From an optimization exercise on the open Yosys and OpenROAD flow, aimed at small area and a short achievable clock period; shortcuts taken in it are not production practice.
The RTL was checked by simulation tests, not by an equivalence proof against the original design.
Power and IR drop assume default switching activity.

==> module fp64_to_int64, before the edit <==
module fp64_to_int64 #(
    parameter int TAG_W = 4
) (
    input  logic                          clk,
    input  logic                          load,
    input  logic [63:0]                   in_data,
    input  logic [TAG_W-1:0]              in_tag,
    output logic [63:0]                   q_word,
    output logic                          q_sign,
    output logic [fpcvt_pkg::FLAG_W-1:0]  q_flags,
    output logic [TAG_W-1:0]              q_tag
);
    logic        s;
    logic [10:0] e;
    logic [51:0] m;
    logic        m_nz;
    logic        is_nan, in_rng, shifted, sat, exact_min, below_one, at_one;
    logic [5:0]  amt;
    logic [64:0] sh [0:6];
    logic [51:0] fmask;
    logic        inexact_n;
    logic [63:0] nxt_word;
    logic [fpcvt_pkg::FLAG_W-1:0] nxt_flags;
    assign s = in_data[63];
    assign e = in_data[62:52];
    assign m = in_data[51:0];
    assign m_nz = |m;
    assign is_nan    = (e == 11'h7ff) && m_nz;
    assign in_rng    = e[10] && (e[9:6] == 4'd0);
    assign shifted   = in_rng && (e[5:1] != 5'h1f);
    assign sat       = e[10] && !shifted && !is_nan;
    assign exact_min = (e == 11'd1086) && s && !m_nz;
    assign below_one = !e[10] && (e[9:0] != 10'h3ff);
    assign at_one    = !e[10] && (e[9:0] == 10'h3ff);
    assign amt   = ~e[5:0];
    assign sh[0] = {1'b1, m, 12'd0};
    for (genvar j = 0; j < 6; j++) begin : g_sh
        localparam int D = 1 << (5 - j);
        assign sh[j+1] = amt[5-j] ? {{D{1'b0}}, sh[j][64:D]} : sh[j];
    end
    always_comb begin
        for (int i = 0; i < 52; i++) begin
            fmask[i] = e[5:0] < 6'(51 - i);
        end
    end
    assign inexact_n = |(m & fmask);
    always_comb begin
        nxt_word = '0;
        if (shifted) nxt_word = sh[6][63:0];
        if (at_one)  nxt_word[0] = 1'b1;
        if (sat)     nxt_word = s ? 64'h8000_0000_0000_0000 : 64'h7fff_ffff_ffff_ffff;
    end
    always_comb begin
        nxt_flags = '0;
        nxt_flags[fpcvt_pkg::FLAG_INVALID]  = is_nan;
        nxt_flags[fpcvt_pkg::FLAG_OVERFLOW] = sat && !exact_min;
        nxt_flags[fpcvt_pkg::FLAG_INEXACT]  = (below_one && ((e != 11'd0) || m_nz))
                                            || (at_one && m_nz)
                                            || (shifted && inexact_n);
    end
    always_ff @(posedge clk) begin
        if (load) begin
            q_word  <= nxt_word;
            q_sign  <= s;
            q_flags <= nxt_flags;
            q_tag   <= in_tag;
        end
    end
endmodule
==> module int64_to_fp64, before the edit <==
module int64_to_fp64 #(
    parameter int TAG_W = 4
) (
    input  logic                 clk,
    input  logic                 load,
    input  logic [63:0]          in_data,
    input  logic [TAG_W-1:0]     in_tag,
    output logic [63:0]          q_word,
    output logic                 q_sticky,
    output logic [TAG_W-1:0]     q_tag
);
    logic        s;
    logic [63:0] x;
    logic [63:0] d;
    logic [5:0]  lzd;
    logic [63:0] xs [0:6];
    logic        low_nz;
    logic        is_zero;
    logic        pow2neg, pow2neg_v;
    logic [10:0] exp_v;
    logic [63:0] nxt_word;
    assign x = in_data;
    assign s = x[63];
    assign d[0] = 1'b1;
    assign d[63:1] = x[63:1] ^ x[62:0];
    lzc64 u_lzc (.v(d), .cnt(lzd));
    assign xs[0] = x;
    for (genvar j = 0; j < 6; j++) begin : g_sh
        localparam int D = 1 << (5 - j);
        assign xs[j+1] = lzd[5-j] ? {xs[j][63-D:0], {D{1'b0}}} : xs[j];
    end
    assign low_nz  = |xs[6][9:0];
    assign is_zero = (x == 64'd0);
    onehot0_63 u_oh (.v(d[63:1]), .ok(pow2neg_v));
    assign pow2neg = s && pow2neg_v;
    assign exp_v   = 11'd1085 - 11'(lzd) + 11'(pow2neg);
    always_comb begin
        nxt_word = {s, exp_v, xs[6][61:10]};
        if (is_zero) nxt_word = '0;
    end
    always_ff @(posedge clk) begin
        if (load) begin
            q_word    <= nxt_word;
            q_sticky  <= low_nz;
            q_tag     <= in_tag;
        end
    end
endmodule
==> module onehot0_63, before the edit <==
module onehot0_63 (
    input  logic [62:0] v,
    output logic        ok
);
    logic [63:0] a0, m0;
    logic [31:0] a1, m1;
    logic [15:0] a2, m2;
    logic [7:0]  a3, m3;
    logic [3:0]  a4, m4;
    logic [1:0]  a5, m5;
    always_comb begin
        a0 = {1'b0, v};
        m0 = '0;
        for (int i = 0; i < 32; i++) begin
            a1[i] = a0[2*i+1] | a0[2*i];
            m1[i] = a0[2*i+1] & a0[2*i];
        end
        for (int i = 0; i < 16; i++) begin
            a2[i] = a1[2*i+1] | a1[2*i];
            m2[i] = m1[2*i+1] | m1[2*i] | (a1[2*i+1] & a1[2*i]);
        end
        for (int i = 0; i < 8; i++) begin
            a3[i] = a2[2*i+1] | a2[2*i];
            m3[i] = m2[2*i+1] | m2[2*i] | (a2[2*i+1] & a2[2*i]);
        end
        for (int i = 0; i < 4; i++) begin
            a4[i] = a3[2*i+1] | a3[2*i];
            m4[i] = m3[2*i+1] | m3[2*i] | (a3[2*i+1] & a3[2*i]);
        end
        for (int i = 0; i < 2; i++) begin
            a5[i] = a4[2*i+1] | a4[2*i];
            m5[i] = m4[2*i+1] | m4[2*i] | (a4[2*i+1] & a4[2*i]);
        end
        ok = !(m5[1] | m5[0] | (a5[1] & a5[0]));
    end
endmodule
clock: 7.0 ns
lec_check: 0
abc_area: 1
cap_margin: 20
core_margin: 2
core_utilization: 40
setup_slack_margin: 2.5
slew_margin: 20
standard.sh (not shown) runs the stock make flow with config.mk's settings and CLKGATE_MAP_FILE= SYNTH_SCRIPT=/design/flow/synth_recipe.tcl, a recipe that flattens the netlist after the stock synthesis.
==> flow/flow/run.sh <==
#!/bin/bash
# The standard layout, with the port buffers made as buf_1 cells instead of
# the buffer_ports default (a slow delay cell on this platform).
set -euo pipefail
export BUFFER_PORTS_ARGS="-buffer_cell sky130_fd_sc_hd__buf_1"
bash standard.sh > flow_standard.log 2>&1
The starting point produced a clean layout.
Rerun with:
--- a/flow/design.v
+++ b/flow/design.v
@@ -26,5 +26,5 @@
     logic [5:0]  amt;
     logic [64:0] sh [0:6];
-    logic [51:0] fmask;
+    logic [6:0]  st;
     logic        inexact_n;
     logic [63:0] nxt_word;
@@ -43,14 +43,11 @@
     assign amt   = ~e[5:0];
     assign sh[0] = {1'b1, m, 12'd0};
+    assign st[0] = 1'b0;
     for (genvar j = 0; j < 6; j++) begin : g_sh
         localparam int D = 1 << (5 - j);
         assign sh[j+1] = amt[5-j] ? {{D{1'b0}}, sh[j][64:D]} : sh[j];
+        assign st[j+1] = st[j] | (amt[5-j] & (|sh[j][D-1:0]));
     end
-    always_comb begin
-        for (int i = 0; i < 52; i++) begin
-            fmask[i] = e[5:0] < 6'(51 - i);
-        end
-    end
-    assign inexact_n = |(m & fmask);
+    assign inexact_n = st[6];
     always_comb begin
         nxt_word = '0;
@@ -95,5 +92,5 @@
     logic        low_nz;
     logic        is_zero;
-    logic        pow2neg, pow2neg_v;
+    logic        pow2neg;
     logic [10:0] exp_v;
     logic [63:0] nxt_word;
@@ -110,11 +107,7 @@
     assign low_nz  = |xs[6][9:0];
     assign is_zero = (x == 64'd0);
-    onehot0_63 u_oh (.v(d[63:1]), .ok(pow2neg_v));
-    assign pow2neg = s && pow2neg_v;
+    assign pow2neg = s && !(|(~x[63:1] & x[62:0]));
     assign exp_v   = 11'd1085 - 11'(lzd) + 11'(pow2neg);
-    always_comb begin
-        nxt_word = {s, exp_v, xs[6][61:10]};
-        if (is_zero) nxt_word = '0;
-    end
+    assign nxt_word = {s, exp_v & {11{!is_zero}}, xs[6][61:10]};
     always_ff @(posedge clk) begin
         if (load) begin
@@ -158,40 +151,4 @@
     end
 endmodule
-module onehot0_63 (
-    input  logic [62:0] v,
-    output logic        ok
-);
-    logic [63:0] a0, m0;
-    logic [31:0] a1, m1;
-    logic [15:0] a2, m2;
-    logic [7:0]  a3, m3;
-    logic [3:0]  a4, m4;
-    logic [1:0]  a5, m5;
-    always_comb begin
-        a0 = {1'b0, v};
-        m0 = '0;
-        for (int i = 0; i < 32; i++) begin
-            a1[i] = a0[2*i+1] | a0[2*i];
-            m1[i] = a0[2*i+1] & a0[2*i];
-        end
-        for (int i = 0; i < 16; i++) begin
-            a2[i] = a1[2*i+1] | a1[2*i];
-            m2[i] = m1[2*i+1] | m1[2*i] | (a1[2*i+1] & a1[2*i]);
-        end
-        for (int i = 0; i < 8; i++) begin
-            a3[i] = a2[2*i+1] | a2[2*i];
-            m3[i] = m2[2*i+1] | m2[2*i] | (a2[2*i+1] & a2[2*i]);
-        end
-        for (int i = 0; i < 4; i++) begin
-            a4[i] = a3[2*i+1] | a3[2*i];
-            m4[i] = m3[2*i+1] | m3[2*i] | (a3[2*i+1] & a3[2*i]);
-        end
-        for (int i = 0; i < 2; i++) begin
-            a5[i] = a4[2*i+1] | a4[2*i];
-            m5[i] = m4[2*i+1] | m4[2*i] | (a4[2*i+1] & a4[2*i]);
-        end
-        ok = !(m5[1] | m5[0] | (a5[1] & a5[0]));
-    end
-endmodule
 `timescale 1ns/10ps
 module result_arbiter #(
Result: Clock-buffer cell count stays the same; total power decreases by a little under a tenth; via count decreases by roughly a tenth; hold slack degrades by 17 ps; setup slack improves by 24 ps; core utilization decreases by 0.48 points; sequential cell count does not change; routed wire length decreases by about a fifth; sequential power is about the same; synthesized area decreases by a little under a tenth; clock skew decreases by 16 ps.

[port drivers added, routing unchanged]
In the flow no input, the clock included, has a driving cell. The finished layouts below were timed again as built, in two steps. Step 1: set_driving_cell puts a clkbuf_16 on clk and a buf_2 on each other input, an assumption about the parent block. Step 2 also shifts input and output timing later by t, the mid clock arrival at the registers, as if the neighbouring blocks saw the same clock. Slacks: ideal / step 1 / step 2; pairs: ideal / step 1.
run	t (ns)	setup slack, ns	worst data-port slew with drivers (ns)
the first run	0.516	2.543 / 2.484 / 2.139	0.06
the second run	0.493	2.566 / 2.511 / 2.125	0.07
After both steps setup and hold are still met in every run listed. For the second run, which loses most, drivers alone change the setup slack by -0.055 ns; drivers and shift together by -0.441 ns.
